From an optimization exercise on the open Yosys and OpenROAD flow, aimed at small area and a short achievable clock period; shortcuts taken in it are not production practice. Where RTL was checked, it was by simulation tests only, not by an equivalence proof against the original. Only the layout flow was run in runs 4 to 6; the RTL was not checked for function there. Power and IR drop assume default switching activity.

<file path="flow/config.mk">
export PLATFORM = sky130hd
export DESIGN_NAME = data_mem_responder
export DESIGN_NICKNAME = data_mem_responder
export VERILOG_FILES = /design/flow/design.v
export SDC_FILE = /design/flow/constraint.sdc
export NUM_CORES = 4
export LEC_CHECK = 0
export CAP_MARGIN = 20
export CORE_MARGIN = 2
export CORE_UTILIZATION = 40
export SLEW_MARGIN = 20
</file>
<file path="flow/constraint.sdc">
create_clock -name core_clock -period 4.5 [get_ports {clk}]
set_input_delay 0.9000 -clock core_clock [delete_from_list [all_inputs] [get_ports {clk}]]
set_output_delay 0.9000 -clock core_clock [all_outputs]
set_load 0.01 [all_outputs]
</file>
<file path="flow/design.v">
package data_mem_responder_pkg;
   localparam int ADDR_W_DEF = 6;
   localparam int DATA_W_DEF = 32;
   localparam int CNT_W      = 4;
   typedef enum logic [1:0] {
      S_IDLE = 2'd0,
      S_WAIT = 2'd1,
      S_ACK  = 2'd2
   } state_t;
   function automatic logic misaligned(input logic [1:0] lsb);
      misaligned = (lsb != 2'b00);
   endfunction
endpackage
import data_mem_responder_pkg::*;
module data_mem_responder_array #(
   parameter int ADDR_W = ADDR_W_DEF,
   parameter int DATA_W = DATA_W_DEF
) (
   input  logic              clk,
   input  logic              we_i,
   input  logic [ADDR_W-1:0] waddr_i,
   input  logic [DATA_W-1:0] wdata_i,
   input  logic [ADDR_W-1:0] raddr_i,
   output logic [DATA_W-1:0] rdata_o
);
   logic [DATA_W-1:0] mem_q [2**ADDR_W];
   always_ff @(posedge clk) begin
      if (we_i) mem_q[waddr_i] <= wdata_i;
   end
   assign rdata_o = mem_q[raddr_i];
endmodule
import data_mem_responder_pkg::*;
module data_mem_responder #(
   parameter int ADDR_W      = ADDR_W_DEF,
   parameter int DATA_W      = DATA_W_DEF,
   parameter int WAIT_CYCLES = 2
) (
   input  logic                 clk,
   input  logic                 rst,
   input  logic                 req,
   input  logic                 we,
   input  logic [ADDR_W+1:0]    addr,
   input  logic [DATA_W-1:0]    wdata,
   output logic [DATA_W-1:0]    rdata,
   output logic                 ack,
   output logic                 err,
   output logic                 busy
);
   data_mem_responder_pkg::state_t state_q;
   data_mem_responder_pkg::state_t state_d;
   logic [CNT_W-1:0]  cnt_q, cnt_d;
   logic              we_q, we_d, mis_q, mis_d, err_q, err_d;
   logic [ADDR_W-1:0] word_q, word_d;
   logic [DATA_W-1:0] wdata_q, wdata_d, rdata_q, rdata_d, mem_rdata;
   logic              go_ack, mem_we, cur_we, cur_mis;
   logic [ADDR_W-1:0] cur_word;
   logic [DATA_W-1:0] cur_wdata;
   always_comb begin
      cur_we    = (state_q == S_IDLE) ? we : we_q;
      cur_mis   = (state_q == S_IDLE) ? (addr[1:0] != 2'b00) : mis_q;
      cur_word  = (state_q == S_IDLE) ? addr[ADDR_W+1:2] : word_q;
      cur_wdata = (state_q == S_IDLE) ? wdata : wdata_q;
   end
   always_comb begin
      state_d = state_q;
      cnt_d   = cnt_q;
      we_d    = we_q;
      mis_d   = mis_q;
      word_d  = word_q;
      wdata_d = wdata_q;
      err_d   = err_q;
      rdata_d = rdata_q;
      go_ack  = 1'b0;
      case (state_q)
         S_IDLE: if (req) begin
            we_d    = we;
            mis_d   = (addr[1:0] != 2'b00);
            word_d  = addr[ADDR_W+1:2];
            wdata_d = wdata;
            cnt_d   = CNT_W'(WAIT_CYCLES);
            state_d = (WAIT_CYCLES == 0) ? S_ACK : S_WAIT;
            go_ack  = (WAIT_CYCLES == 0);
         end
         S_WAIT: if (!req) state_d = S_IDLE;
         else begin
            cnt_d   = cnt_q - 1'b1;
            go_ack  = (cnt_q == CNT_W'(1));
            state_d = go_ack ? S_ACK : S_WAIT;
         end
         S_ACK: if (!req) begin
            state_d = S_IDLE;
            err_d   = 1'b0;
         end
         default: state_d = S_IDLE;
      endcase
      if (go_ack) begin
         err_d   = cur_mis;
         rdata_d = cur_mis ? '0 : (cur_we ? rdata_q : mem_rdata);
      end
   end
   assign mem_we = go_ack & ~cur_mis & cur_we & rst;
   data_mem_responder_array #(.ADDR_W(ADDR_W), .DATA_W(DATA_W)) u_array (
      .clk     (clk),
      .we_i    (mem_we),
      .waddr_i (cur_word),
      .wdata_i (cur_wdata),
      .raddr_i (cur_word),
      .rdata_o (mem_rdata)
   );
   always_ff @(posedge clk) begin
      if (!rst) begin
         state_q <= S_IDLE;
         cnt_q   <= '0;
         we_q    <= 1'b0;
         mis_q   <= 1'b0;
         word_q  <= '0;
         wdata_q <= '0;
         err_q   <= 1'b0;
         rdata_q <= '0;
      end else begin
         state_q <= state_d;
         cnt_q   <= cnt_d;
         we_q    <= we_d;
         mis_q   <= mis_d;
         word_q  <= word_d;
         wdata_q <= wdata_d;
         err_q   <= err_d;
         rdata_q <= rdata_d;
      end
   end
   assign ack   = (state_q == S_ACK);
   assign busy  = (state_q != S_IDLE);
   assign err   = err_q;
   assign rdata = rdata_q;
endmodule
</file>
<file path="flow/run.sh">
#!/bin/bash
# synth_recipe.tcl (not shown) runs the flow's synth.tcl, then flattens the netlist and writes it again
# the make line also repeats each setting of config.mk as NAME=value (left out here)
make -C /OpenROAD-flow-scripts/flow DESIGN_CONFIG=/design/flow/config.mk WORK_HOME=/design/flow/orfs CLKGATE_MAP_FILE= SYNTH_SCRIPT=/design/flow/synth_recipe.tcl finish
</file>
==> results of run 1 <==
power groups by stage:
stage                     clock (uW)  combinational (uW)  sequential [uW]
after floorplan                    0                1430            22300
after global placement             0                2630            22300
after detailed placement           0                2660            22300
after CTS                      17100                2670            21900
after global routing           17800                2860            21900
final                          17000                2740            21900
final cells by class:
| cell class | count | share of cell area |
|---|---|---|
| multi-input combinational | 2796 | 0.1699 |
| sequential | 2127 | 0.6768 |
| clock buffer | 274 | 0.06065 |
| inverter | 7 | 0.0002819 |
| tap | 2640 | 0.03544 |
| clock inverter | 109 | 0.01008 |
| timing repair buffer | 376 | 0.04682 |
sequential cells by signal, summed over array words and instances, names as in the netlist:
signal	count
state_q	2
we_q	1
rdata_q	32
mis_q	1
cnt_q	4
u_array.mem_q	2048
err_q	1
word_q	6
wdata_q	32
through the flow:
stage                     cell area, sq um    util  instances
after floorplan                      79690       -       5252
after global placement               86530  0.4379       7945
after detailed placement             86560  0.4380       7946
after CTS                            93160  0.4714       8329
after global routing                 93210  0.4716       8329
final                                93210  0.4716       8329
routing by layer:
layer	GRT usage	vias to the layer above
met5	0	-
li1	-	20960
met2	0.4000	3805
met4	0.1154	2
met1	0.3822	26600
met3	0.06968	610
cell usage in the layout (no fill, tap or decap), types with 10 or more instances in the layout:
master / instances
a21oi_1: 81
a22o_1: 55
a31oi_1: 162
a32o_1: 62
a32oi_1: 64
and3_1: 11
buf_12: 106
buf_4: 191
bufinv_16: 10
clkbuf_1: 47
clkbuf_16: 212
clkbuf_8: 11
clkdlybuf4s50_1: 78
clkinv_1: 40
clkinv_2: 40
dfxtp_1: 79
edfxtp_1: 2048
mux2i_1: 122
nand2_1: 925
nand2_2: 22
nand2_4: 16
nand3_1: 292
nor2_1: 187
nor2_4: 65
nor3_1: 89
nor4_1: 65
o21ai_0: 13
o22ai_1: 465
cells in the mapped netlist (4+ instances only):
cell type | count | area [sq um]
buf_1 | 35 | 131.4
and3_1 | 12 | 75.07
nand2_1 | 963 | 3615
nor3_1 | 89 | 445.4
o221ai_1 | 6 | 52.55
dfxtp_1 | 79 | 1582
a32o_1 | 62 | 620.6
a22o_1 | 55 | 481.7
clkbuf_1 | 107 | 401.6
mux2i_1 | 126 | 1261
buf_2 | 157 | 785.8
nor4_1 | 65 | 406.6
nor2_1 | 251 | 942.2
o21ai_0 | 13 | 65.06
buf_6 | 8 | 90.09
a32oi_1 | 64 | 560.5
a21boi_0 | 5 | 37.54
a21oi_1 | 81 | 405.4
edfxtp_1 | 2048 | 61500
a31oi_1 | 162 | 1013
and2_1 | 4 | 25.02
buf_4 | 14 | 105.1
nand2b_1 | 6 | 37.54
nand3b_1 | 4 | 30.03
a22oi_1 | 5 | 37.54
nand3_1 | 292 | 1461
o21a_1 | 5 | 37.54
nor2b_1 | 8 | 50.05
inv_1 | 7 | 26.28
o22ai_1 | 465 | 2909
mux2_2 | 5 | 56.30
final timing paths:
kind                    from               endpoint  cells past startpoint
setup / recovery  state_q[1]  u_array.mem_q[61][24]                      8
hold / removal         mis_q                  mis_q                      2
setup reg to reg  state_q[1]  u_array.mem_q[61][24]                      8
hold reg to reg        mis_q                  mis_q                      2
kinds of logic (layout without fill, tap and decap cells):
kind of cell | Yosys count | in the layout | share of synthesized area
muxes | 131 | 131 | 0.01653
adders and majority gates | 2 | 2 | 0.0003140
xor gates and xnor gates | 2 | 2 | 0.0002198
AOI/OAI and AO/OA | 953 | 953 | 0.08159
buffers and inverters | 329 | 766 | 0.01939
and+or+nand+nor | 1708 | 1708 | 0.09040
DFF | 2127 | 2127 | 0.7915
critical path: stages (launching register included):
cell	delay, ns
dfxtp_1	0.61
nor2_4	0.11
inv_1	0.12
buf_4	0.39
nand2_1	0.09
nand2_1	0.39
nand2_4	0.40
nor2_4	0.93
buf_12	0.30
==> results by group, run 1 <==
Power
  • Pleak: roughly 0.030 uW
  • Final Power: around 42000 uW
  • Pwr/cell area: roughly 450 nW/um^2
  • Clk pwr share: 0.408
  • VDD IR max: 0.3022 mV
  • Internal: 32030 uW
  • Comb power frac: 0.066
  • Psw: about 9600 uW
  • Sw frac: 0.2305
  • Seq pwr share: 0.526

Floorplan
  • Boundary pin count: between 70 and 80
  • Die area: 202800 sq um
  • Initial Util: 0.4033
  • Core Box Area: roughly 200000 sq um
  • Chip Height: about 450 um
  • Row count: ~160
  • Die W: ~450 um

Finish
  • Antenna cells: 0
  • Synth-to-layout area growth: 16.96%
  • Area of the multi-input gates: roughly 16000 sq um
  • Fillers: between 15000 and 20000
  • # nets final: about 5600
  • Layout cells sized above 1: 0.1274
  • Total area of sequential cells: 63080 sq um

Place
  • IO buf count: 78
  • Pre-CTS setup slack: 0.1557 ns
  • Final Wtd Congestion: between 0.8 and 0.9
  • Hpwl dp: approximately 160000 um

Run status
  • Outcome: no timing/DRC/antenna violations

Critical path
  • R2R Setup Slk: 0.75 ns
  • CP Class: flop to flop
  • Worst Path Required: approximately 5 ns
  • CP Max Fanout: 38
  • Crit end category: flop
  • Critical Path AT: 4.28 ns
  • CP Launch Type: flop

Synthesis
  • EDFF count, synth: roughly 2000
  • Mean Syn Cell Area: 15.17 sq um
  • Fraction of registers with async set/reset: 0
  • Netlist cell types: 64
  • Syn_nets: roughly 5300
  • Yosys reg bits: 2127
  • Mapped Area: 79690 sq um
  • Ys Warns: 2
  • Sequential area share after synthesis: 0.7915
  • Mapped Cells: about 5300
  • Primary FF master, synth: edfxtp_1

Routing
  • Routed len/inst: ~34 um
  • DRC viols: 0
  • Routed Antenna Nets: 0
  • Vias/cell: 6.241
  • Highest layer used for signal routing: met5
  • Met2 wire length: 123000 um
  • Drt first pass iters: 6
  • Via count: about 52000
  • Routed wl met3: about 37000 um
  • Wl on met1: around 110000 um
  • Starting DRT DRC Count: around 8500
  • Total routed wirelength: 281900 um

STA
  • Fin. max-slew vios: 0
  • RSZ-0062 raised after global routing: false
  • Final Setup Violations: 0
  • Setup TNS: 0 ns
  • Tightest Pin Transition: between 1 and 1.5 ns
  • FMAX: between 200 and 300 MHz
  • Final hold slack: about 0.46 ns
  • Skew final: 0.04203 ns
  • Slew Limit Headroom: 0.2500
  • Minimum clock period: 3.750 ns
  • Count of final hold-check violations: 0
  • PnR worst setup slack: ~0.75 ns
  • Ratio of final minimum period to clock period: 0.8334

Global routing
  • Vias in the first global route: between 40000 and 50000
  • First-pass GRT wire length: approximately 390000 um
  • Grt total ovfl: 0
  • Antenna violations before repair: 5
  • Largest net degree at the start of global routing: a little over 100
  • Total GRT Usage: 0.2717

Clock network
  • Clk latency of the worst-skew pair: ~0.87 ns
  • Clock tree from TritonCTS: done
  • Clk root buf: clkbuf_16
  • # H-tree levels: 4
  • Post-CTS resize count: 0
  • Num CTS Buffers: around 210
  • Reg clk slew, reported paths: approximately 0.060 ns
  • CTS sink cnt: between 2000 and 2500
  • Post-CTS Setup Inserts: 0
  • Hold_buf cts: 0
  • Max clock buf depth: 3

Flow run
  • Max-Cap Viols: 0

Min path
  • Worst min path class: flop to flop
==> run 2: changes to the inputs <==
==> flow/design.v (replaced) <==
package data_mem_responder_pkg;
   localparam int ADDR_W_DEF = 6;
   localparam int DATA_W_DEF = 32;
   localparam int TAP_STEP   = 3;
endpackage
import data_mem_responder_pkg::*;
module data_mem_responder_array #(
   parameter int ADDR_W = ADDR_W_DEF,
   parameter int DATA_W = DATA_W_DEF
) (
   input  logic              clk,
   input  logic              we_i,      
   input  logic [ADDR_W-1:0] pos_i,     
   input  logic [DATA_W-1:0] wdata_i,
   output logic              hit_o,     
   output logic [DATA_W-1:0] rdata_o    
);
   localparam int N = 2**ADDR_W;
   logic [DATA_W-1:0] slot_q [N];
   logic [ADDR_W-1:0] npos;
   logic [N-1:0]      hit;
   assign npos = pos_i + 1'b1;
   always_comb begin
      for (int s = 0; s < N; s++)
         hit[s] = (s % TAP_STEP == 0) && (npos == ADDR_W'(s));
   end
   assign hit_o = |hit;
   for (genvar s = 0; s < N; s++) begin : g_slot
      if (s % TAP_STEP == 0) begin : g_tap
         always_ff @(posedge clk)
            slot_q[s] <= (we_i && hit[s]) ? wdata_i : slot_q[(s + N - 1) % N];
      end else begin : g_pass
         always_ff @(posedge clk)
            slot_q[s] <= slot_q[(s + N - 1) % N];
      end
   end
   logic [DATA_W-1:0] even_q [N/2];
   for (genvar k = 0; k < N/2; k++) begin : g_rd
      assign even_q[k] = slot_q[2*k];
   end
   assign rdata_o = even_q[pos_i[ADDR_W-1:1]];
endmodule
import data_mem_responder_pkg::*;
module data_mem_responder #(
   parameter int ADDR_W      = ADDR_W_DEF,
   parameter int DATA_W      = DATA_W_DEF,
   parameter int WAIT_CYCLES = 2
) (
   input  logic                 clk,
   input  logic                 rst,
   input  logic                 req,
   input  logic                 we,
   input  logic [ADDR_W+1:0]    addr,
   input  logic [DATA_W-1:0]    wdata,
   output logic [DATA_W-1:0]    rdata,
   output logic                 ack,
   output logic                 err,
   output logic                 busy
);
   logic              busy_q, w1_q, ack_q, err_q;
   logic              we_q, mis_q, pend_q;
   logic [ADDR_W-1:0] phase_q, pos_q;
   logic [DATA_W-1:0] wdata_q, rbuf_q, rdata_q, ring_rdata;
   logic              accept, done, commit, wr, hit;
   assign accept = req & ~busy_q;
   assign done   = req & rst & w1_q;                
   assign commit = done & we_q & ~mis_q;            
   assign wr     = commit | pend_q;
   data_mem_responder_array #(.ADDR_W(ADDR_W), .DATA_W(DATA_W)) u_array (
      .clk     (clk),
      .we_i    (wr),
      .pos_i   (pos_q),
      .wdata_i (wdata_q),
      .hit_o   (hit),
      .rdata_o (ring_rdata)
   );
   always_ff @(posedge clk) begin
      phase_q <= phase_q + 1'b1;
      pos_q   <= accept ? (addr[ADDR_W+1:2] + phase_q) : (pos_q + 1'b1);
      pend_q  <= wr & ~hit;
      rbuf_q  <= ring_rdata;
      if (accept) begin
         we_q    <= we;
         mis_q   <= (addr[1:0] != 2'b00);
         wdata_q <= wdata;
      end
   end
   always_ff @(posedge clk) begin
      if (!rst) begin
         busy_q  <= 1'b0;
         w1_q    <= 1'b0;
         ack_q   <= 1'b0;
         err_q   <= 1'b0;
         rdata_q <= '0;
      end else begin
         busy_q <= req;
         w1_q   <= req & busy_q & ~w1_q & ~ack_q;
         ack_q  <= req & (w1_q | ack_q);
         if (done) begin
            err_q <= mis_q;
            if (mis_q) rdata_q <= '0;
            else if (!we_q) rdata_q <= pos_q[0] ? rbuf_q : ring_rdata;
         end else if (ack_q && !req) begin
            err_q <= 1'b0;
         end
      end
   end
   assign ack   = ack_q;
   assign busy  = busy_q;
   assign err   = err_q;
   assign rdata = rdata_q;
endmodule
--- a/flow/config.mk
+++ b/flow/config.mk
@@ -10,2 +10,3 @@
 export CORE_UTILIZATION = 40
+export SETUP_SLACK_MARGIN = 2.2
 export SLEW_MARGIN = 20
==> results by group, run 2 <==
Routing
  • DRC viols: 0 (unchanged)
  • Drt first pass iters: 6 (unchanged)
  • Routed len/inst: 29.87 um (-12%)
  • Total routed wirelength: 219000 um (-22%)
  • Vias/cell: 5.633 (-9.7%)
  • Routed Antenna Nets: 0 (unchanged)
  • Starting DRT DRC Count: 4613 (-46%)
  • Via count: 41320 (-21%)

Critical path
  • Critical Path AT: 3.21 ns (-1.07 ns)
  • CP max stage delay: 0.39 ns (-0.54 ns)
  • Crit end category: flop
  • Crit-path cells: buf_12, nand3b_1, and2_4, o21a_4, nor2_4, buf_4, and3_4, buf_4, buf_8, mux2_4
  • CP Launch Type: flop
  • CP Max Fanout: 13 (-66%)
  • Kind of cell adding the most delay to the critical path: simple AND/OR/NAND/NOR gates
  • CP Class: flop to flop
  • Worst Path Required: 5.20 ns (+0.18 ns)
  • Worst Path Buf+Inv: 4 (+1)
  • Worst path most repeated cell: buf_4
  • Slowest CP cell: dfxtp_4

Synthesis
  • Netlist cell types: 60 (-6.3%)
  • Yosys reg bits: 2163 (+1.7%)
  • Mapped Area: 62200 sq um (-22%)
  • Ys Warns: 4 (+2)
  • Sequential area share after synthesis: 0.7017 (-0.08988)
  • Mapped Cells: 4853 (-7.6%)
  • Synth area leader: dfxtp_1
  • Most frequent cell after synthesis: dfxtp_1
  • Mean Syn Cell Area: 12.82 sq um (-16%)
  • EDFF count, synth: 34 (-98%)
  • Synth top area share: 0.6853 (-0.08645)
  • Top post-synthesis cells by area: dfxtp_1, mux2_2, nand3_1
  • Post-synth top cells: dfxtp_1, nand3_1, mux2_2, clkbuf_1, nand4_1
  • Fraction of registers with async set/reset: 0 (unchanged)
  • Primary FF master, synth: dfxtp_1
  • Syn_nets: 4909 (-7.3%)

Floorplan
  • Row count: 144 (-12%)
  • Boundary pin count: 79 (unchanged)
  • Chip Height: 398.3 um (-12%)
  • Die area: 158700 sq um (-22%)
  • Initial Util: 0.4033 (about the same)
  • Die W: 398.3 um (-12%)
  • Core Box Area: 154200 sq um (-22%)

Place
  • Placed inst area: 66330 sq um (-23%)
  • Cell total after placement: 6686 (-16%)
  • IO buf count: 78 (unchanged)
  • Final Wtd Congestion: 0.8157 (-8.2%)
  • Hpwl dp: 103900 um (-34%)

Clock network
  • CTS sink cnt: 2163 (+1.7%)
  • # H-tree levels: 4 (unchanged)
  • Max clock buf depth: 3 (unchanged)
  • Num CTS Buffers: 198 (-5.3%)
  • Reg clk slew, reported paths: 0.07 ns (about the same)
  • Clk root buf: clkbuf_16
  • Clock tree from TritonCTS: done
  • Clk latency of the worst-skew pair: 0.86 ns (about the same)

STA
  • Slew Limit Headroom: 0.2343 (-0.01568)
  • Minimum clock period: 2.513 ns (-1.238 ns)
  • Setup TNS: 0 ns (unchanged)
  • Tightest Pin Transition: 1.148 ns (+0.02618 ns)
  • Final Setup Violations: 0 (unchanged)
  • Ratio of final minimum period to clock period: 0.5584 (-0.2750)
  • Final hold slack: 0.2973 ns (-0.1662 ns)
  • RSZ-0062 raised after global routing: true
  • Skew final: 0.05050 ns (+0.008462 ns)
  • Fin. max-slew vios: 0 (unchanged)
  • Count of final hold-check violations: 0 (unchanged)
  • FMAX: 398.0 MHz (+49%)

Finish
  • Commonest non-fill, non-tap cell in the layout: dfxtp_1
  • Final core occ: 0.5157 (+0.04409)
  • Layout cells sized above 1: 0.3158 (+0.1884)
  • Finished Cell Area: 79540 sq um (-15%)
  • Most frequent cells in the layout: dfxtp_1, nand3_1, mux2_2
  • Non-filler instance count after layout: 7334 (-12%)
  • Synth-to-layout area growth: 27.88%
  • # nets final: 5180 (-6.9%)
  • Largest reg by FF count: u_array.slot_q
  • Max reg flops: 2048 (unchanged)

Global routing
  • Total GRT Usage: 0.2480 (-0.02371)
  • Largest net degree at the start of global routing: 72 (-29%)
  • Vias in the first global route: 39830 (-18%)
  • First-pass GRT wire length: 284400 um (-27%)
  • Antenna violations before repair: 7 (+2)
  • Grt total ovfl: 0 (unchanged)

Power
  • Pleak: 0.03168 uW (+5.6%)
  • Pwr/cell area: 529.4 nW/um^2 (+19%)
  • VDD IR max: 0.4458 mV (+48%)

Flow run
  • Max-Cap Viols: 0 (unchanged)

Run status
  • Outcome: no timing/DRC/antenna violations

Min path
  • Worst min path class: flop to flop
-- run 2: cell types whose count changed after synthesis, moves of 461 or more --
cell / previous run / this run
dfxtp_1: 79 / 2129
nand3_1: 292 / 844
nand2_1: 963 / 53
mux2_2: 5 / 690
edfxtp_1: 2048 / 34
o22ai_1: 465 / 4
-- run 2: layer usage --
| layer | share of wire | routed length, um | GRT usage |
|---|---|---|---|
| met1 | 0.42 | 92230 | 0.3419 |
| met5 | 0.00011 | 23 | 0 |
| met2 | 0.45 | 97950 | 0.3890 |
| met3 | 0.085 | 18680 | 0.04033 |
| met4 | 0.046 | 10170 | 0.09818 |
-- run 2: cells by family (layout without fill, tap and decap cells) --
group,after synthesis,after routing,share of synthesized area
other,0,5,0
AO/OA/AOI/OAI,234,234,0.02591
multiplexers,716,716,0.1297
buffers and inverters,402,822,0.02641
adder cells (fa/ha/maj),12,12,0.002535
XOR/XNOR,14,14,0.001971
AND/OR/NAND/NOR,1312,1324,0.1118
flip-flops,2163,2163,0.7017
-- run 2: cell type report --
class | count | area [sq um]
diodes | 5 | 12.51
clock buffers | 294 | 6053
clock inverters | 67 | 808.3
multi-input cells | 2300 | 19790
inverters | 12 | 53.80
repair buffers | 449 | 6550
flip-flops and latches | 2163 | 43710
fillers | 12850 | 74690
well taps | 2044 | 2557
-- run 2: worst register-to-register path, cell delays in order, from the launching register on --
cell      delay (ns)
dfxtp_4         0.39
buf_12          0.16
nand3b_1        0.20
and2_4          0.20
o21a_4          0.23
nor2_4          0.12
buf_4           0.13
and3_4          0.28
buf_4           0.15
buf_8           0.18
mux2_4          0.34
-- run 2: stage by stage --
| step | worst slack, ns | total power, uW |
|---|---|---|
| 2_1_floorplan | 2.122 | 21510 |
| 3_3_place_gp | 0.8554 | 23000 |
| 3_5_place_dp | 0.8345 | 23010 |
| 4_1_cts | 2.042 | 41400 |
| 5_1_grt | 1.987 | 42960 |
| 6_report | 1.987 | 42110 |
-- run 2: worst paths after layout --
check | start | endpoint | slack, ns | cells past startpoint
worst max-delay path | pos_q[3] | u_array.slot_q[9][24] | 1.99 | 10
worst min-delay path | u_array.slot_q[57][7] | u_array.slot_q[58][7] | 0.30 | 0
worst max register to register | pos_q[3] | u_array.slot_q[9][24] | 1.99 | 10
worst min register to register | u_array.slot_q[57][7] | u_array.slot_q[58][7] | 0.30 | 0
-- run 2: power breakdown --
group / switching (uW) / internal [uW] / leakage [uW]
clock: 7510 / 9990 / 0.00341
sequential: 247 / 19400 / 0.0175
combinational: 3380 / 1560 / 0.0108
-- run 2: timing repair --
item | CTS | global route
pin swaps | 38 | 80
endpoints found under the setup margin | 806 | 634
gates resized for setup | 429 | 288
setup buffers | 142 | 62
gates cloned | 37 | 41
hold buffers | 0 | 0
endpoints found under the hold margin | 0 | 0
==> run 3: changes to the inputs <==
--- a/flow/config.mk
+++ b/flow/config.mk
@@ -10,3 +10,2 @@
 export CORE_UTILIZATION = 40
-export SETUP_SLACK_MARGIN = 2.2
 export SLEW_MARGIN = 20
==> results by group, run 3 <==
Run status
  • Outcome: no timing/DRC/antenna violations

Synthesis
  • Sequential area share after synthesis: 0.7017 (unchanged)
  • Fraction of registers with async set/reset: 0 (unchanged)
  • Syn_nets: 4909 (unchanged)
  • Post-synth top cells: dfxtp_1, nand3_1, mux2_2, clkbuf_1, nand4_1
  • Primary FF master, synth: dfxtp_1
  • Yosys reg bits: 2163 (unchanged)
  • Mapped Cells: 4853 (unchanged)
  • Mapped Area: 62200 sq um (unchanged)
  • Top post-synthesis cells by area: dfxtp_1, mux2_2, nand3_1
  • Ys Warns: 4 (unchanged)
  • Most frequent cell after synthesis: dfxtp_1
  • Synth top area share: 0.6853 (unchanged)
  • Mean Syn Cell Area: 12.82 sq um (unchanged)
  • EDFF count, synth: 34 (unchanged)
  • Synth area leader: dfxtp_1
  • Netlist cell types: 60 (unchanged)

Clock network
  • Clk latency of the worst-skew pair: 0.84 ns (-0.02 ns)
  • Post-CTS resize count: 0 (-100%)
  • Reg clk slew, reported paths: 0.06 ns (about the same)
  • # H-tree levels: 4 (unchanged)
  • Clock tree from TritonCTS: done
  • Clk root buf: clkbuf_16
  • Num CTS Buffers: 197 (-0.51%)
  • Max clock buf depth: 3 (unchanged)
  • CTS sink cnt: 2163 (unchanged)
  • Post-CTS Setup Inserts: 0 (-100%)
  • Hold_buf cts: 0 (unchanged)

STA
  • Ratio of final minimum period to clock period: 0.8390 (+0.2806)
  • Setup TNS: 0 ns (unchanged)
  • Final Setup Violations: 0 (unchanged)
  • Tightest Pin Transition: 1.111 ns (-0.03751 ns)
  • FMAX: 264.9 MHz (-33%)
  • Fin. max-slew vios: 0 (unchanged)
  • RSZ-0062 raised after global routing: false
  • Slew Limit Headroom: 0.2583 (+0.02399)
  • Count of final hold-check violations: 0 (unchanged)
  • Skew final: 0.03686 ns (-0.01364 ns)
  • Minimum clock period: 3.776 ns (+1.263 ns)

Place
  • IO buf count: 78 (unchanged)
  • Hpwl dp: 99650 um (-4.1%)
  • Final Wtd Congestion: 0.8127 (-0.37%)

Min path
  • Worst min path class: flop to flop
  • WHS Path Cells: 0 (unchanged)
  • Min-delay src: u_array.slot_q[27][28]
  • Hold endpoint: u_array.slot_q[28][28]

Critical path
  • Critical Path AT: 4.47 ns (+1.26 ns)
  • CP max stage delay: 1.05 ns (+0.66 ns)
  • Critical R2R Capture: u_array.slot_q[9][23]
  • Worst Path Required: 5.19 ns (about the same)
  • CP Max Fanout: 22 (+9)
  • R2R Setup Slk: 0.72 ns (-1.26 ns)
  • CP Launch Type: flop
  • Path depth of the worst reg2reg path: 7 (-3)
  • Crit end category: flop
  • Kind of cell adding the most delay to the critical path: simple AND/OR/NAND/NOR gates
  • RR Startpoint: pos_q[3]
  • Crit-path cells: a21bo_2, and2_1, o21a_1, nor2_1, and3_4, buf_12, mux2_2
  • Worst Path Buf+Inv: 1 (-3)
  • Slowest CP cell: dfxtp_1
  • Critical path depth in cells: 7 (-3)
  • CP Class: flop to flop

Floorplan
  • Die area: 158700 sq um (unchanged)
  • Chip Height: 398.3 um (unchanged)
  • Boundary pin count: 79 (unchanged)
  • Row count: 144 (unchanged)
  • Initial Util: 0.4033 (unchanged)
  • Die W: 398.3 um (unchanged)
  • Core Box Area: 154200 sq um (unchanged)

Finish
  • Total area of sequential cells: 43650 sq um (-0.15%)
  • Largest reg by FF count: u_array.slot_q
  • Fillers: 13810 (+7.4%)
  • Final core occ: 0.4674 (-0.04832)
  • Layout cells sized above 1: 0.2310 (-0.08478)
  • Commonest non-fill, non-tap cell in the layout: dfxtp_1
  • Synth-to-layout area growth: 15.90%
  • # nets final: 4893 (-5.5%)
  • Antenna cells: 0 (-5)
  • Most frequent cells in the layout: dfxtp_1, nand3_1, mux2_2
  • Area of the multi-input gates: 17160 sq um (-13%)
  • Max reg flops: 2048 (unchanged)

Power
  • VDD IR max: 0.4087 mV (-8.3%)
  • Pwr/cell area: 549.5 nW/um^2 (+3.8%)
  • Pleak: 0.02854 uW (-9.9%)

Routing
  • DRC viols: 0 (unchanged)
  • Drt first pass iters: 9 (+3)
  • Total routed wirelength: 177500 um (-19%)
  • Routed Antenna Nets: 0 (unchanged)
  • Routed len/inst: 25.18 um (-16%)
  • Vias/cell: 5.381 (-4.5%)
  • Starting DRT DRC Count: 3038 (-34%)
  • Via count: 37920 (-8.2%)

Global routing
  • Antenna violations before repair: 5 (-2)
  • First-pass GRT wire length: 258100 um (-9.2%)
  • Vias in the first global route: 38240 (-4.0%)
  • Largest net degree at the start of global routing: 130 (+81%)
  • Grt total ovfl: 0 (unchanged)
  • Total GRT Usage: 0.2204 (-0.02761)

Flow run
  • Max-Cap Viols: 0 (unchanged)
[run 3: cell count changes in the layout (fill, tap and decap cells not counted), moves of 38 or more]
cell       delta
buf_12       -58
mux2_2      +281
clkbuf_16    -41
mux2_4      -300
buf_6        -55
buf_16       -38
buf_4        -74
[run 3: per-stage QoR]
stage / std cells / total power [uW] / instance area, sq um / hold WS (ns) / setup WS, ns
detailed placement: 6681 / 23000 / 65410 / 0.3121 / 0.5361
global placement: 6681 / 23000 / 65410 / 0.3096 / 0.6019
finish: 7048 / 39610 / 72090 / 0.3083 / 0.7245
floorplan: 4853 / 21470 / 62200 / 0.3096 / 1.646
CTS: 7047 / 39750 / 72060 / 0.3002 / 0.7424
global route: 7048 / 40720 / 72090 / 0.3101 / 0.6571
[run 3: kinds of logic (layout without fill, tap and decap cells)]
| kind of cell | after synthesis | after routing | share of synthesized area |
|---|---|---|---|
| AND/OR/NAND/NOR | 1312 | 1312 | 0.1118 |
| adder cells (fa/ha/maj) | 12 | 12 | 0.002535 |
| buffers and inverters | 402 | 553 | 0.02641 |
| multiplexers | 716 | 716 | 0.1297 |
| AO/OA/AOI/OAI | 234 | 234 | 0.02591 |
| XOR/XNOR | 14 | 14 | 0.001971 |
| flip-flops | 2163 | 2163 | 0.7017 |
[run 3: final cells by class]
cell class                 instances  area share
multi-input combinational       2288      0.2381
inverter                          12   0.0006422
clock inverter                    66     0.01114
timing repair buffer             175     0.02808
sequential                      2163      0.6054
clock buffer                     300     0.08112
tap                             2044     0.03548
[run 3: where the power goes]
| part | leakage (uW) | switching, uW | internal, uW |
|---|---|---|---|
| clock network | 0.00328 | 7420 | 9520 |
| logic | 0.00779 | 2440 | 549 |
| registers | 0.0175 | 266 | 19400 |
[run 3: worst max path at each step]
stage | start | endpoint | slack, ns
2_1_floorplan | rst | u_array.slot_q[60][10] | 1.65
3_3_place_gp | req | u_array.slot_q[9][23] | 0.60
3_5_place_dp | req | u_array.slot_q[9][23] | 0.54
4_1_cts | pos_q[3] | u_array.slot_q[9][23] | 0.74
5_1_grt | pos_q[3] | u_array.slot_q[9][23] | 0.66
6_report | pos_q[3] | u_array.slot_q[9][23] | 0.72
[run 3: routing by layer]
layer,GRT usage,part of all wire,vias to the layer above
li1,-,-,17100
met1,0.3035,0.45,19200
met2,0.3546,0.46,1329
met3,0.03192,0.057,288
met4,0.07527,0.027,0
met5,0,0,-
==> run 4: changes to the inputs <==
==> flow/design.v (replaced) <==
package data_mem_responder_pkg;
   localparam int ADDR_W_DEF = 6;
   localparam int DATA_W_DEF = 32;
   localparam int TAP_STEP   = 3;
endpackage
import data_mem_responder_pkg::*;
module data_mem_responder_array #(
   parameter int ADDR_W = ADDR_W_DEF,
   parameter int DATA_W = DATA_W_DEF
) (
   input  logic                 clk,
   input  logic [2**ADDR_W-1:0] we_i,      
   input  logic [DATA_W-1:0]    wdata_i,
   input  logic [2**ADDR_W/2-1:0] rsel_i,  
   output logic [DATA_W-1:0]    rdata_o
);
   localparam int N = 2**ADDR_W;
   logic [DATA_W-1:0] slot_q [N];
   for (genvar s = 0; s < N; s++) begin : g_slot
      if (s % TAP_STEP == 0) begin : g_tap
         always_ff @(posedge clk)
            slot_q[s] <= we_i[s] ? wdata_i : slot_q[(s + N - 1) % N];
      end else begin : g_pass
         always_ff @(posedge clk)
            slot_q[s] <= slot_q[(s + N - 1) % N];
      end
   end
   always_comb begin
      rdata_o = '0;
      for (int k = 0; k < N/2; k++)
         rdata_o = rdata_o | (slot_q[2*k] & {DATA_W{rsel_i[k]}});
   end
endmodule
import data_mem_responder_pkg::*;
module data_mem_responder #(
   parameter int ADDR_W      = ADDR_W_DEF,
   parameter int DATA_W      = DATA_W_DEF,
   parameter int WAIT_CYCLES = 2
) (
   input  logic                 clk,
   input  logic                 rst,
   input  logic                 req,
   input  logic                 we,
   input  logic [ADDR_W+1:0]    addr,
   input  logic [DATA_W-1:0]    wdata,
   output logic [DATA_W-1:0]    rdata,
   output logic                 ack,
   output logic                 err,
   output logic                 busy
);
   localparam int N = 2**ADDR_W;
   logic              busy_q, w1_q, ack_q, err_q;
   logic              we_q, mis_q;
   logic              st_q;        
   logic              pend_q;      
   logic [ADDR_W-1:0] phase_q, pos_q, pos_d, npos_d;
   logic [N-1:0]      hit_q, hit_d;   
   logic              anyhit_q;
   logic [N/2-1:0]    rsel_q, rsel_d;  
   logic              odd_q;
   logic [DATA_W-1:0] wdata_q, rbuf_q, rdata_q, ring_rdata;
   logic [N-1:0]      slot_we;
   logic              accept, done, wr;
   assign accept = req & ~busy_q;
   assign done   = req & rst & w1_q;                  
   assign wr     = (done & st_q) | pend_q;            
   assign slot_we = hit_q & {N{wr}};
   data_mem_responder_array #(.ADDR_W(ADDR_W), .DATA_W(DATA_W)) u_array (
      .clk     (clk),
      .we_i    (slot_we),
      .wdata_i (wdata_q),
      .rsel_i  (rsel_q),
      .rdata_o (ring_rdata)
   );
   always_comb begin
      pos_d  = accept ? (addr[ADDR_W+1:2] + phase_q) : (pos_q + 1'b1);
      npos_d = pos_d + 1'b1;
      for (int s = 0; s < N; s++)
         hit_d[s] = (s % TAP_STEP == 0) && (npos_d == ADDR_W'(s));
      for (int k = 0; k < N/2; k++)
         rsel_d[k] = (pos_d == ADDR_W'(2*k));
   end
   always_ff @(posedge clk) begin
      phase_q  <= phase_q + 1'b1;
      pos_q    <= pos_d;
      hit_q    <= hit_d;
      anyhit_q <= |hit_d;
      rsel_q   <= rsel_d;
      odd_q    <= pos_d[0];
      pend_q   <= wr & ~anyhit_q;
      rbuf_q   <= ring_rdata;
      if (accept) begin
         we_q    <= we;
         mis_q   <= (addr[1:0] != 2'b00);
         wdata_q <= wdata;
      end
   end
   always_ff @(posedge clk) begin
      if (!rst) begin
         busy_q  <= 1'b0;
         w1_q    <= 1'b0;
         ack_q   <= 1'b0;
         st_q    <= 1'b0;
         err_q   <= 1'b0;
         rdata_q <= '0;
      end else begin
         busy_q <= req;
         w1_q   <= req & busy_q & ~w1_q & ~ack_q;
         ack_q  <= req & (w1_q | ack_q);
         st_q   <= req & (accept ? (we & (addr[1:0] == 2'b00)) : (st_q & ~w1_q & ~ack_q));
         if (done) begin
            err_q <= mis_q;
            if (mis_q) rdata_q <= '0;
            else if (!we_q) rdata_q <= odd_q ? rbuf_q : ring_rdata;
         end else if (ack_q && !req) begin
            err_q <= 1'b0;
         end
      end
   end
   assign ack   = ack_q;
   assign busy  = busy_q;
   assign err   = err_q;
   assign rdata = rdata_q;
endmodule
--- a/flow/config.mk
+++ b/flow/config.mk
@@ -10,2 +10,3 @@
 export CORE_UTILIZATION = 40
+export SETUP_SLACK_MARGIN = 2.2
 export SLEW_MARGIN = 20
==> results by group, run 4 <==
STA
  • RSZ-0062 raised after global routing: true
  • Fin. max-slew vios: 0 (unchanged)
  • Minimum clock period: 2.775 ns (-1.001 ns)
  • Count of final hold-check violations: 0 (unchanged)
  • Slew Limit Headroom: 0.3391 (+0.08073)
  • Setup TNS: 0 ns (unchanged)
  • Final Setup Violations: 0 (unchanged)
  • FMAX: 360.4 MHz (+36%)
  • Skew final: 0.02828 ns (-0.008576 ns)
  • Tightest Pin Transition: 0.9914 ns (-0.1196 ns)
  • Ratio of final minimum period to clock period: 0.6167 (-0.2223)

Synthesis
  • Post-synth top cells: dfxtp_1, mux2_2, a22oi_1, clkbuf_1, buf_1
  • Ys Warns: 3 (-1)
  • Primary FF master, synth: dfxtp_1
  • Yosys reg bits: 2219 (+2.6%)
  • Netlist cell types: 59 (-1.7%)
  • Syn_nets: 4232 (-14%)
  • Sequential area share after synthesis: 0.7390 (+0.03731)
  • Synth area leader: dfxtp_1
  • Mapped Area: 60570 sq um (-2.6%)
  • Mean Syn Cell Area: 14.49 sq um (+13%)
  • EDFF count, synth: 34 (unchanged)
  • Most frequent cell after synthesis: dfxtp_1
  • Synth top area share: 0.7221 (+0.03687)
  • Fraction of registers with async set/reset: 0 (unchanged)
  • Top post-synthesis cells by area: dfxtp_1, mux2_2, a22oi_1
  • Mapped Cells: 4180 (-14%)

Finish
  • Most frequent cells in the layout: dfxtp_1, mux2_2, a22oi_1
  • Total area of sequential cells: 44910 sq um (+2.9%)
  • Max reg flops: 2048 (unchanged)
  • Commonest non-fill, non-tap cell in the layout: dfxtp_1
  • Antenna cells: 0 (unchanged)
  • Layout cells sized above 1: 0.3358 (+0.1048)
  • Fillers: 12710 (-7.9%)
  • Largest reg by FF count: u_array.slot_q
  • Area of the multi-input gates: 15960 sq um (-7.0%)
  • Finished Cell Area: 74140 sq um (+2.8%)
  • Synth-to-layout area growth: 22.40%
  • # nets final: 4518 (-7.7%)

Critical path
  • Crit-path cells: dlygate4sd2_1, ha_4, fa_2, xnor2_2, and2_4, a21o_1, inv_2, nor4_4, buf_6, nand2_2, and3_1, a211oi_2, or4b_1
  • Crit. Startpoint: addr[2]
  • Kind of cell adding the most delay to the critical path: simple AND/OR/NAND/NOR gates
  • CP Launch Type: input pin
  • Worst Path Required: 5.18 ns (about the same)
  • CP max stage delay: 0.52 ns (-0.53 ns)
  • Slowest CP cell: or4b_1
  • CP Class: input pin to flop
  • Critical Path AT: 3.45 ns (-1.02 ns)
  • Worst Path Buf+Inv: 3 (+2)
  • RR Startpoint: phase_q[1]
  • Crit end category: flop
  • CP Max Fanout: 6 (-73%)

Clock network
  • Max clock buf depth: 3 (unchanged)
  • CTS sink cnt: 2219 (+2.6%)
  • Clock tree from TritonCTS: done
  • Reg clk slew, reported paths: 0.06 ns (about the same)
  • Clk latency of the worst-skew pair: 0.81 ns (-0.03 ns)
  • Num CTS Buffers: 207 (+5.1%)
  • Clk root buf: clkbuf_16
  • # H-tree levels: 4 (unchanged)

Power
  • Psw: 8434 uW (-17%)
  • Pwr/cell area: 523.2 nW/um^2 (-4.8%)
  • Seq pwr share: 0.514 (+0.017)
  • Clk pwr share: 0.452 (+0.024)
  • VDD IR max: 0.3891 mV (-4.8%)
  • Sw frac: 0.2174 (-0.03827)
  • Comb power frac: 0.034 (-0.042)
  • Internal: 30360 uW (+3.0%)
  • Pleak: 0.03026 uW (+6.0%)

Routing
  • Routed Antenna Nets: 0 (unchanged)
  • DRC viols: 0 (unchanged)
  • Via count: 35350 (-6.8%)
  • Starting DRT DRC Count: 3351 (+10%)
  • Vias/cell: 5.310 (-1.3%)
  • Routed len/inst: 29.52 um (+17%)
  • Drt first pass iters: 6 (-3)
  • Total routed wirelength: 196500 um (+11%)

Place
  • Final Wtd Congestion: 0.7883 (-3.0%)
  • Placed inst area: 63980 sq um (-2.2%)
  • IO buf count: 78 (unchanged)
  • Hpwl dp: 95900 um (-3.8%)

Floorplan
  • Die W: 393.1 um (-1.3%)
  • Chip Height: 393.1 um (-1.3%)
  • Core Box Area: 150100 sq um (-2.7%)
  • Initial Util: 0.4035 (about the same)
  • Die area: 154600 sq um (-2.6%)
  • Boundary pin count: 79 (unchanged)
  • Row count: 142 (-1.4%)

Global routing
  • Grt total ovfl: 0 (unchanged)
  • Antenna violations before repair: 2 (-3)
  • Total GRT Usage: 0.2475 (+0.02713)
  • Largest net degree at the start of global routing: 43 (-67%)
  • First-pass GRT wire length: 266600 um (+3.3%)
  • Vias in the first global route: 35020 (-8.4%)

Run status
  • Outcome: no timing/DRC/antenna violations

Min path
  • Min-delay src: u_array.slot_q[9][23]
  • Worst min path class: flop to flop

Flow run
  • Max-Cap Viols: 0 (unchanged)
-- run 4: changes by cell type after synthesis, sizes merged, moves of 32 or more --
cell / before / now
or4: 1 / 33
a22oi: 22 / 384
a31oi: 34 / 2
a22o: 3 / 64
a21o: 37 / 3
clkbuf: 263 / 162
nand4: 211 / 65
a21boi: 0 / 32
dfxtp: 2129 / 2185
a221oi: 27 / 64
buf: 127 / 84
nand3: 844 / 75
-- run 4: metal layers --
layer | wire (um) | global-route usage | vias to the layer above
li1 | - | - | 15550
met4 | 7325 | 0.09669 | 0
met2 | 91140 | 0.3997 | 1412
met5 | 0 | 0 | -
met1 | 84250 | 0.3295 | 18020
met3 | 13790 | 0.04398 | 373
-- run 4: what timing repair did --
action                     4_1_cts  5_1_grt
gates resized for setup        344      171
gates cloned                     8        1
pin swaps                       26       64
hold endpoints to repair         0        0
setup endpoints to repair      864      143
setup buffers                  134       22
hold buffers                     0        0
-- run 4: final cells by class --
type / instances / area share
inverter: 8 / 0.0005063
sequential: 2219 / 0.6057
tap: 2016 / 0.03402
multi-input combinational: 1707 / 0.2153
timing repair buffer: 323 / 0.05145
clock buffer: 319 / 0.08553
clock inverter: 64 / 0.007476
-- run 4: power by group through the flow --
stage	registers, uW	clock network [uW]	logic [uW]
2_1_floorplan	20200	0	414
3_3_place_gp	20500	0	627
3_5_place_dp	20500	0	628
4_1_cts	20000	17700	1080
5_1_grt	20000	18500	1330
6_report	20000	17500	1320
-- run 4: metrics by stage --
step | util | std cells | power, uW | hold WS [ns] | setup slack (ns)
2_1_floorplan | - | 4180 | 20650 | 0.3096 | 1.423
3_3_place_gp | 0.4261 | 6108 | 21160 | 0.3096 | 0.4792
3_5_place_dp | 0.4261 | 6108 | 21160 | 0.3121 | 0.4337
4_1_cts | 0.4873 | 6633 | 38710 | 0.3056 | 1.846
5_1_grt | 0.4938 | 6656 | 39790 | 0.3129 | 1.666
6_report | 0.4938 | 6656 | 38790 | 0.3056 | 1.725
-- run 4: worst paths after layout --
| check | to | slack [ns] | depth (start not counted) |
|---|---|---|---|
| setup / recovery | anyhit_q | 1.73 | 13 |
| hold / removal | u_array.slot_q[10][23] | 0.31 | 0 |
| setup reg to reg | anyhit_q | 1.74 | 10 |
| hold reg to reg | u_array.slot_q[10][23] | 0.31 | 0 |
-- run 4: logic make-up after synthesis --
family          share of synthesized area
flops                              0.7390
mux                                0.1310
compound gates                    0.07835
simple gates                      0.03226
buf+inv                           0.01586
xor+xnor                         0.001735
fa+ha+maj                        0.001776
==> run 5: changes to the inputs <==
--- a/flow/design.v
+++ b/flow/design.v
@@ -55,13 +55,13 @@
    logic              pend_q;      
-   logic [ADDR_W-1:0] phase_q, pos_q, pos_d, npos_d;
+   logic [ADDR_W-1:0] phase_q, pos_q, npos2;
    logic [N-1:0]      hit_q, hit_d;   
    logic              anyhit_q;
-   logic [N/2-1:0]    rsel_q, rsel_d;  
-   logic              odd_q;
-   logic [DATA_W-1:0] wdata_q, rbuf_q, rdata_q, ring_rdata;
+   logic [DATA_W-1:0] buf_q;
+   logic [DATA_W-1:0] rdata_q, ring_rdata;
    logic [N-1:0]      slot_we;
+   logic [N/2-1:0]    rsel;        
    logic              accept, done, wr;
-   assign accept = req & ~busy_q;
-   assign done   = req & rst & w1_q;                  
-   assign wr     = (done & st_q) | pend_q;            
+   assign accept  = req & ~busy_q;
+   assign done    = req & rst & w1_q;                 
+   assign wr      = (done & st_q) | pend_q;           
    assign slot_we = hit_q & {N{wr}};
@@ -70,13 +70,12 @@
       .we_i    (slot_we),
-      .wdata_i (wdata_q),
-      .rsel_i  (rsel_q),
+      .wdata_i (buf_q),
+      .rsel_i  (rsel),
       .rdata_o (ring_rdata)
    );
+   assign npos2 = pos_q + 2'd2;
    always_comb begin
-      pos_d  = accept ? (addr[ADDR_W+1:2] + phase_q) : (pos_q + 1'b1);
-      npos_d = pos_d + 1'b1;
+      for (int k = 0; k < N/2; k++)
+         rsel[k] = (pos_q == ADDR_W'(2*k));
       for (int s = 0; s < N; s++)
-         hit_d[s] = (s % TAP_STEP == 0) && (npos_d == ADDR_W'(s));
-      for (int k = 0; k < N/2; k++)
-         rsel_d[k] = (pos_d == ADDR_W'(2*k));
+         hit_d[s] = (s % TAP_STEP == 0) && (npos2 == ADDR_W'(s));
    end
@@ -84,13 +83,12 @@
       phase_q  <= phase_q + 1'b1;
-      pos_q    <= pos_d;
+      pos_q    <= accept ? (addr[ADDR_W+1:2] + phase_q) : (pos_q + 1'b1);
       hit_q    <= hit_d;
       anyhit_q <= |hit_d;
-      rsel_q   <= rsel_d;
-      odd_q    <= pos_d[0];
       pend_q   <= wr & ~anyhit_q;
-      rbuf_q   <= ring_rdata;
       if (accept) begin
-         we_q    <= we;
-         mis_q   <= (addr[1:0] != 2'b00);
-         wdata_q <= wdata;
+         we_q  <= we;
+         mis_q <= (addr[1:0] != 2'b00);
+         buf_q <= wdata;
+      end else if (!we_q) begin
+         buf_q <= ring_rdata;
       end
@@ -113,3 +111,3 @@
             if (mis_q) rdata_q <= '0;
-            else if (!we_q) rdata_q <= odd_q ? rbuf_q : ring_rdata;
+            else if (!we_q) rdata_q <= pos_q[0] ? buf_q : ring_rdata;
          end else if (ack_q && !req) begin
--- a/flow/config.mk
+++ b/flow/config.mk
@@ -10,3 +10,3 @@
 export CORE_UTILIZATION = 40
-export SETUP_SLACK_MARGIN = 2.2
+export SETUP_SLACK_MARGIN = 2.3
 export SLEW_MARGIN = 20
==> results by group, run 5 <==
Synthesis
  • Mapped Area: 60290 sq um (-0.48%)
  • Primary FF master, synth: dfxtp_1
  • Netlist cell types: 69 (+17%)
  • Post-synth top cells: dfxtp_1, mux2_2, a22oi_1, nand2_1, clkbuf_1
  • Synth top area share: 0.7043 (-0.01779)
  • Most frequent cell after synthesis: dfxtp_1
  • Syn_nets: 4421 (+4.5%)
  • Top post-synthesis cells by area: dfxtp_1, mux2_2, a22oi_1
  • Yosys reg bits: 2155 (-2.9%)
  • Fraction of registers with async set/reset: 0 (unchanged)
  • Mapped Cells: 4365 (+4.4%)
  • Ys Warns: 3 (unchanged)
  • EDFF count, synth: 34 (unchanged)
  • Mean Syn Cell Area: 13.81 sq um (-4.7%)
  • Synth area leader: dfxtp_1
  • Sequential area share after synthesis: 0.7213 (-0.01771)

Routing
  • Via count: 36400 (+3.0%)
  • Total routed wirelength: 197000 um (+0.26%)
  • Vias/cell: 5.342 (+0.59%)
  • Starting DRT DRC Count: 3902 (+16%)
  • Routed Antenna Nets: 0 (unchanged)
  • Routed len/inst: 28.92 um (-2.0%)
  • Highest layer used for signal routing: met5
  • Routed wl met3: 14770 um (+7.1%)
  • DRC viols: 0 (unchanged)
  • Drt first pass iters: 5 (-1)
  • Wl on met1: 89240 um (+5.9%)
  • Met2 wire length: 85440 um (-6.3%)

Finish
  • Most frequent cells in the layout: dfxtp_1, mux2_4, a22oi_1
  • Final core occ: 0.5026 (+0.008749)
  • Area of the multi-input gates: 18680 sq um (+17%)
  • Max reg flops: 2048 (unchanged)
  • Total area of sequential cells: 43580 sq um (-3.0%)
  • Fillers: 12550 (-1.3%)
  • Largest reg by FF count: u_array.slot_q
  • Commonest non-fill, non-tap cell in the layout: dfxtp_1
  • Layout cells sized above 1: 0.3203 (-0.01544)
  • Synth-to-layout area growth: 24.87%
  • # nets final: 4681 (+3.6%)
  • Top Registers: u_array.slot_q x2048, buf_q x32, rdata_q x32

Global routing
  • Antenna violations before repair: 8 (+6)
  • Grt total ovfl: 0 (unchanged)
  • Total GRT Usage: 0.2511 (+0.003527)
  • Largest net degree at the start of global routing: 71 (+65%)
  • First-pass GRT wire length: 271300 um (+1.8%)
  • Vias in the first global route: 36030 (+2.9%)

Clock network
  • Clock tree from TritonCTS: done
  • Clk root buf: clkbuf_16
  • Clk latency of the worst-skew pair: 0.84 ns (+0.03 ns)
  • CTS sink cnt: 2155 (-2.9%)
  • Reg clk slew, reported paths: 0.06 ns (about the same)
  • Num CTS Buffers: 201 (-2.9%)
  • Max clock buf depth: 3 (unchanged)
  • # H-tree levels: 4 (unchanged)

Critical path
  • CP max stage delay: 0.53 ns (about the same)
  • CP Class: flop to flop
  • Worst Path Required: 5.09 ns (-0.09 ns)
  • Worst Path Buf+Inv: 2 (-1)
  • Critical Path AT: 3.23 ns (-0.22 ns)
  • Critical path depth in cells: 9 (-4)
  • Slowest CP cell: or4_4
  • Path depth of the worst reg2reg path: 9 (-1)
  • Kind of cell adding the most delay to the critical path: simple AND/OR/NAND/NOR gates
  • CP Max Fanout: 8 (+2)
  • Crit end category: flop
  • CP Launch Type: flop
  • Crit-path cells: clkinv_8, ha_4, nand3b_1, buf_6, nor2_4, a2111oi_4, nand4_1, or4_4, mux2_4

STA
  • Tightest Pin Transition: 1.126 ns (+0.1351 ns)
  • Final Setup Violations: 0 (unchanged)
  • Skew final: 0.03014 ns (+0.001856 ns)
  • Ratio of final minimum period to clock period: 0.5862 (-0.03050)
  • RSZ-0062 raised after global routing: true
  • Final hold slack: 0.3026 ns (-0.002970 ns)
  • PnR worst setup slack: 1.862 ns (+0.1372 ns)
  • Fin. max-slew vios: 0 (unchanged)
  • Setup TNS: 0 ns (unchanged)
  • Slew Limit Headroom: 0.2490 (-0.09004)
  • FMAX: 379.1 MHz (+5.2%)
  • Minimum clock period: 2.638 ns (-0.1372 ns)
  • Count of final hold-check violations: 0 (unchanged)

Min path
  • Worst min path class: flop to flop
  • WHS Path Cells: 0 (unchanged)

Place
  • Final Wtd Congestion: 0.7949 (+0.84%)
  • IO buf count: 78 (unchanged)
  • Pre-CTS setup slack: 0.8342 ns (+0.4005 ns)
  • Hpwl dp: 102900 um (+7.3%)

Flow run
  • Max-Cap Viols: 0 (unchanged)

Power
  • VDD IR max: 0.3800 mV (-2.3%)
  • Pleak: 0.03085 uW (+2.0%)
  • Pwr/cell area: 510.3 nW/um^2 (-2.5%)

Floorplan
  • Die W: 392.2 um (-0.24%)
  • Die area: 153800 sq um (-0.47%)
  • Core Box Area: 149800 sq um (-0.24%)
  • Boundary pin count: 79 (unchanged)
  • Chip Height: 392.2 um (-0.24%)
  • Row count: 142 (unchanged)
  • Initial Util: 0.4025 (-0.0009725)

Run status
  • Outcome: no timing/DRC/antenna violations
==> run 5: cell count changes in the layout (fill, tap and decap cells not counted), sizes merged, moves of 44 or more <==
cell,change
a22o,-44
a221oi,-48
nor2,+77
o21ai,+63
dfxtp,-64
nand2,+136
==> run 5: logic make-up (layout without fill, tap and decap cells) <==
family                     Yosys count  after routing  share of synthesized area
xor gates and xnor gates            14             14                   0.002034
other                                0              2                          0
adders and majority gates           12             12                   0.002615
muxes                              714            714                     0.1332
DFF                               2155           2155                     0.7213
and+or+nand+nor                    542            549                    0.04201
AOI/OAI and AO/OA                  637            637                    0.07901
buffers and inverters              291            714                    0.01986
==> run 5: path summary, 6_finish.rpt <==
path	startpoint	endpoint	slack [ns]
worst max register to register	pos_q[0]	buf_q[30]	1.86
worst min register to register	u_array.slot_q[51][19]	u_array.slot_q[52][19]	0.30
worst min-delay path	u_array.slot_q[51][19]	u_array.slot_q[52][19]	0.30
worst max-delay path	pos_q[0]	buf_q[30]	1.86
==> run 5: area by class of cell <==
type,count,area share
multi-input combinational,1926,0.2481
clock buffer,305,0.07855
tap,2016,0.03351
sequential,2155,0.5789
antenna,2,0.00006648
timing repair buffer,325,0.04875
clock inverter,68,0.01110
inverter,16,0.0009640
==> run 5: layer usage <==
metal,track usage,up-vias
met5,0,-
met4,0.09210,8
met3,0.04855,418
met2,0.3770,1477
met1,0.3579,18470
li1,-,16020
==> run 5: what timing repair did <==
action | 4_1_cts | 5_1_grt
pin swaps | 81 | 36
buffers inserted | 144 | 22
hold buffers | 0 | 0
gates resized for setup | 346 | 67
setup endpoints to repair | 826 | 198
cloned | 8 | 3
==> run 5: through the flow <==
stage          std cells  power (uW)  area [sq um]
6_report            6813       38410         75280
5_1_grt             6811       39380         75270
4_1_cts             6786       38410         74760
3_5_place_dp        6261       21270         65610
3_3_place_gp        6261       21250         65610
2_1_floorplan       4365       20530         63180
==> run 5: report_power, final <==
group | total, uW | internal [uW] | switching, uW
Clock | 17100 | 9710 | 7420
Combinational | 1710 | 572 | 1140
Sequential | 19600 | 19300 | 305
==> run 5: worst register-to-register path, stage by stage (launching register included) <==
cell       delay [ns]
dfxtp_4          0.40
clkinv_8         0.07
ha_4             0.22
nand3b_1         0.16
buf_6            0.14
nor2_4           0.06
a2111oi_4        0.39
nand4_1          0.15
or4_4            0.53
mux2_4           0.27
==> run 6: changes to the inputs <==
--- a/flow/config.mk
+++ b/flow/config.mk
@@ -9,3 +9,5 @@
 export CORE_MARGIN = 2
-export CORE_UTILIZATION = 40
+export CORE_UTILIZATION = 65
+export CTS_BUF_LIST = sky130_fd_sc_hd__clkbuf_4 sky130_fd_sc_hd__clkbuf_8
+export CTS_CLUSTER_SIZE = 30
 export SETUP_SLACK_MARGIN = 2.3
==> results by group, run 6 <==
Min path
  • Worst min path class: flop to flop
  • WHS Path Cells: 0 (unchanged)

Routing
  • DRC viols: 0 (unchanged)
  • Via count: 38710 (+6.3%)
  • Routed Antenna Nets: 0 (unchanged)
  • Starting DRT DRC Count: 4360 (+12%)
  • Total routed wirelength: 199600 um (+1.3%)
  • Routed len/inst: 32.00 um (+11%)
  • Vias/cell: 6.207 (+16%)
  • Drt first pass iters: 6 (+1)

Critical path
  • Critical Path AT: 3.60 ns (+0.37 ns)
  • Crit end category: flop
  • CP Max Fanout: 7 (-1)
  • Path depth of the worst reg2reg path: 10 (+1)
  • CP Class: flop to flop
  • CP Launch Type: flop
  • Worst Path Required: 5.21 ns (+0.12 ns)

Global routing
  • Antenna violations before repair: 5 (-3)
  • Largest net degree at the start of global routing: 50 (-30%)
  • Total GRT Usage: 0.4083 (+0.1573)
  • Grt total ovfl: 0 (unchanged)
  • Vias in the first global route: 38250 (+6.2%)
  • First-pass GRT wire length: 272200 um (+0.33%)

Floorplan
  • Chip Height: 308.5 um (-21%)
  • Row count: 111 (-22%)
  • Initial Util: 0.6567 (+0.2542)
  • Die area: 95200 sq um (-38%)
  • Die W: 308.5 um (-21%)
  • Boundary pin count: 79 (unchanged)
  • Core Box Area: 91800 sq um (-39%)

Clock network
  • CTS sink cnt: 2155 (unchanged)
  • Clk latency of the worst-skew pair: 1.02 ns (+0.18 ns)
  • Reg clk slew, reported paths: 0.06 ns (about the same)
  • Max clock buf depth: 4 (+1)
  • Clk root buf: clkbuf_8
  • Hold_buf cts: 0 (unchanged)
  • Num CTS Buffers: 322 (+60%)
  • # H-tree levels: 5 (+1)
  • Clock tree from TritonCTS: done

Power
  • Pwr/cell area: 499.7 nW/um^2 (-2.1%)
  • Comb power frac: 0.046 (+0.002)
  • VDD IR max: 0.3725 mV (-2.0%)
  • Pleak: 0.03139 uW (+1.8%)
  • Clk pwr share: 0.433 (-0.013)
  • Psw: 8711 uW (-1.8%)
  • Seq pwr share: 0.521 (+0.012)
  • Internal: 28940 uW (-2.0%)
  • Sw frac: 0.2313 (+0.0005097)

Finish
  • Total area of sequential cells: 43570 sq um (about the same)
  • Most frequent cells in the layout: dfxtp_1, clkbuf_8, mux2_4
  • Layout cells sized above 1: 0.3765 (+0.05614)
  • Fillers: 4904 (-61%)
  • Commonest non-fill, non-tap cell in the layout: dfxtp_1
  • Top Registers: u_array.slot_q x2048, buf_q x32, rdata_q x32
  • Largest reg by FF count: u_array.slot_q
  • # nets final: 4829 (+3.2%)
  • Max reg flops: 2048 (unchanged)
  • Synth-to-layout area growth: 25.00%
  • Area of the multi-input gates: 19300 sq um (+3.3%)

Synthesis
  • Most frequent cell after synthesis: dfxtp_1
  • Syn_nets: 4421 (unchanged)
  • Sequential area share after synthesis: 0.7213 (unchanged)
  • Post-synth top cells: dfxtp_1, mux2_2, a22oi_1, nand2_1, clkbuf_1
  • Mean Syn Cell Area: 13.81 sq um (unchanged)
  • Netlist cell types: 69 (unchanged)
  • Mapped Area: 60290 sq um (unchanged)
  • Yosys reg bits: 2155 (unchanged)
  • Fraction of registers with async set/reset: 0 (unchanged)
  • Mapped Cells: 4365 (unchanged)
  • EDFF count, synth: 34 (unchanged)
  • Primary FF master, synth: dfxtp_1
  • Synth top area share: 0.7043 (unchanged)
  • Synth area leader: dfxtp_1
  • Top post-synthesis cells by area: dfxtp_1, mux2_2, a22oi_1
  • Ys Warns: 3 (unchanged)

STA
  • Ratio of final minimum period to clock period: 0.6421 (+0.05598)
  • Minimum clock period: 2.890 ns (+0.2519 ns)
  • PnR worst setup slack: 1.610 ns (-0.2519 ns)
  • Final Setup Violations: 0 (unchanged)
  • Tightest Pin Transition: 1.009 ns (-0.1171 ns)
  • Slew Limit Headroom: 0.3271 (+0.07808)
  • Setup TNS: 0 ns (unchanged)
  • FMAX: 346.1 MHz (-8.7%)
  • Skew final: 0.08791 ns (+0.05777 ns)
  • RSZ-0062 raised after global routing: true
  • Count of final hold-check violations: 0 (unchanged)
  • Fin. max-slew vios: 0 (unchanged)

Place
  • Pre-CTS setup slack: 0.6564 ns (-0.1777 ns)
  • Hpwl dp: 98400 um (-4.4%)
  • Final Wtd Congestion: 0.8340 (+4.9%)
  • IO buf count: 78 (unchanged)

Flow run
  • Max-Cap Viols: 0 (unchanged)

Run status
  • Outcome: no timing/DRC/antenna violations
run 6: cell counts after synthesis:
No cell type changed its count.
run 6: timing repair:
item                                    4_1_cts  5_1_grt
gates cloned                                 25        3
setup buffers                               142       32
endpoints found under the setup margin      820      100
pin swaps                                   126       66
resized for setup                           426       97
run 6: metal layers:
layer | wire (um) | vias up | track usage
met3 | 20240 | 656 | 0.09050
met4 | 12600 | 6 | 0.2427
met5 | 92 | - | 0.005056
met2 | 86610 | 2364 | 0.6048
met1 | 80010 | 19330 | 0.5520
li1 | - | 16350 | -
run 6: cell families after synthesis:
| kind of cell | after synthesis | synth area share |
|---|---|---|
| adders and majority gates | 12 | 0.002615 |
| DFF | 2155 | 0.7213 |
| xor gates and xnor gates | 14 | 0.002034 |
| buffers and inverters | 291 | 0.01986 |
| and+or+nand+nor | 542 | 0.04201 |
| muxes | 714 | 0.1332 |
| AOI/OAI and AO/OA | 637 | 0.07901 |
run 6: final cells by class:
type                            instances  area share
Antenna cell                            2  0.00006641
Clock buffer                          515     0.08451
Clock inverter                         27    0.003254
Inverter                               16    0.001179
Multi-Input combinational cell       1935      0.2561
Sequential cell                      2155      0.5781
Tap cell                             1243     0.02064
Timing Repair Buffer                  342     0.05590
Timing Repair inverter                  1   0.0002158
run 6: final timing paths:
path / from / end / slack [ns]
min reg2reg: u_array.slot_q[19][30] / u_array.slot_q[20][30] / 0.27
max reg2reg: pos_q[0] / buf_q[30] / 1.61
min: u_array.slot_q[19][30] / u_array.slot_q[20][30] / 0.27
max: pos_q[0] / buf_q[30] / 1.61
run 6: worst max-delay path, stage by stage, from the launching register on:
cell and delay (ns):
dfxtp_4 0.42, clkinv_16 0.07, ha_4 0.21, buf_4 0.16
buf_4 0.14, nand3_4 0.12, nor2_4 0.12, a22oi_1 0.38
nand4_1 0.20, or4_4 0.56, mux2_4 0.27
run 6: power groups by stage:
stage	registers, uW	logic [uW]	clock network, uW
after CTS	19600	1550	16200
after global routing	19600	1730	17100
after floorplan	19800	772	0
final	19600	1730	16300
after global placement	20000	1230	0
after detailed placement	20000	1250	0
run 6: metrics by stage:
step / cell area, sq um / power [uW] / instances / utilization / hold slack, ns
floorplan: 63180 / 20530 / 4365 / - / 0.3096
global placement: 64700 / 21210 / 5489 / 0.7047 / 0.3096
detailed placement: 64720 / 21230 / 5490 / 0.7050 / 0.3121
CTS: 74490 / 37380 / 6199 / 0.8114 / 0.2940
global route: 75360 / 38500 / 6235 / 0.8209 / 0.2953
finish: 75360 / 37660 / 6236 / 0.8209 / 0.2720

[static timing again, ports no longer ideal]
How much do the figures lean on ideal ports? The routed layouts below were timed once more, with nothing changed but the port constraints. Step 1 (the two cells are an assumption about what drives the block):
set clk [get_ports {clk}]
set_driving_cell -lib_cell sky130_fd_sc_hd__clkbuf_16 $clk
set_driving_cell -lib_cell sky130_fd_sc_hd__buf_2 [delete_from_list [all_inputs] $clk]
Step 2 also shifts input and output timing later by t, the mid clock arrival at the registers, as if the neighbouring blocks saw the same clock. Slacks: ideal ports / drivers / drivers and shift; pairs: ideal ports / drivers.
run	shift t [ns]	setup slack, ns	pins driven straight from the clock port
run 1	0.941	0.750 / 0.750 / -0.068	1
run 2	0.915	1.987 / 1.987 / 1.462	1
run 3	0.907	0.724 / 0.724 / 0.502	1
run 4	0.871	1.725 / 1.741 / 0.908	1
run 5	0.926	1.862 / 1.862 / 1.520	1
run 6	1.044	1.610 / 1.610 / 1.367	1
Met with ideal ports but missed after step 2: setup timing in run 1. For run 1, which loses most, drivers alone change the setup slack by 0.000 ns; drivers and shift together by -0.818 ns.
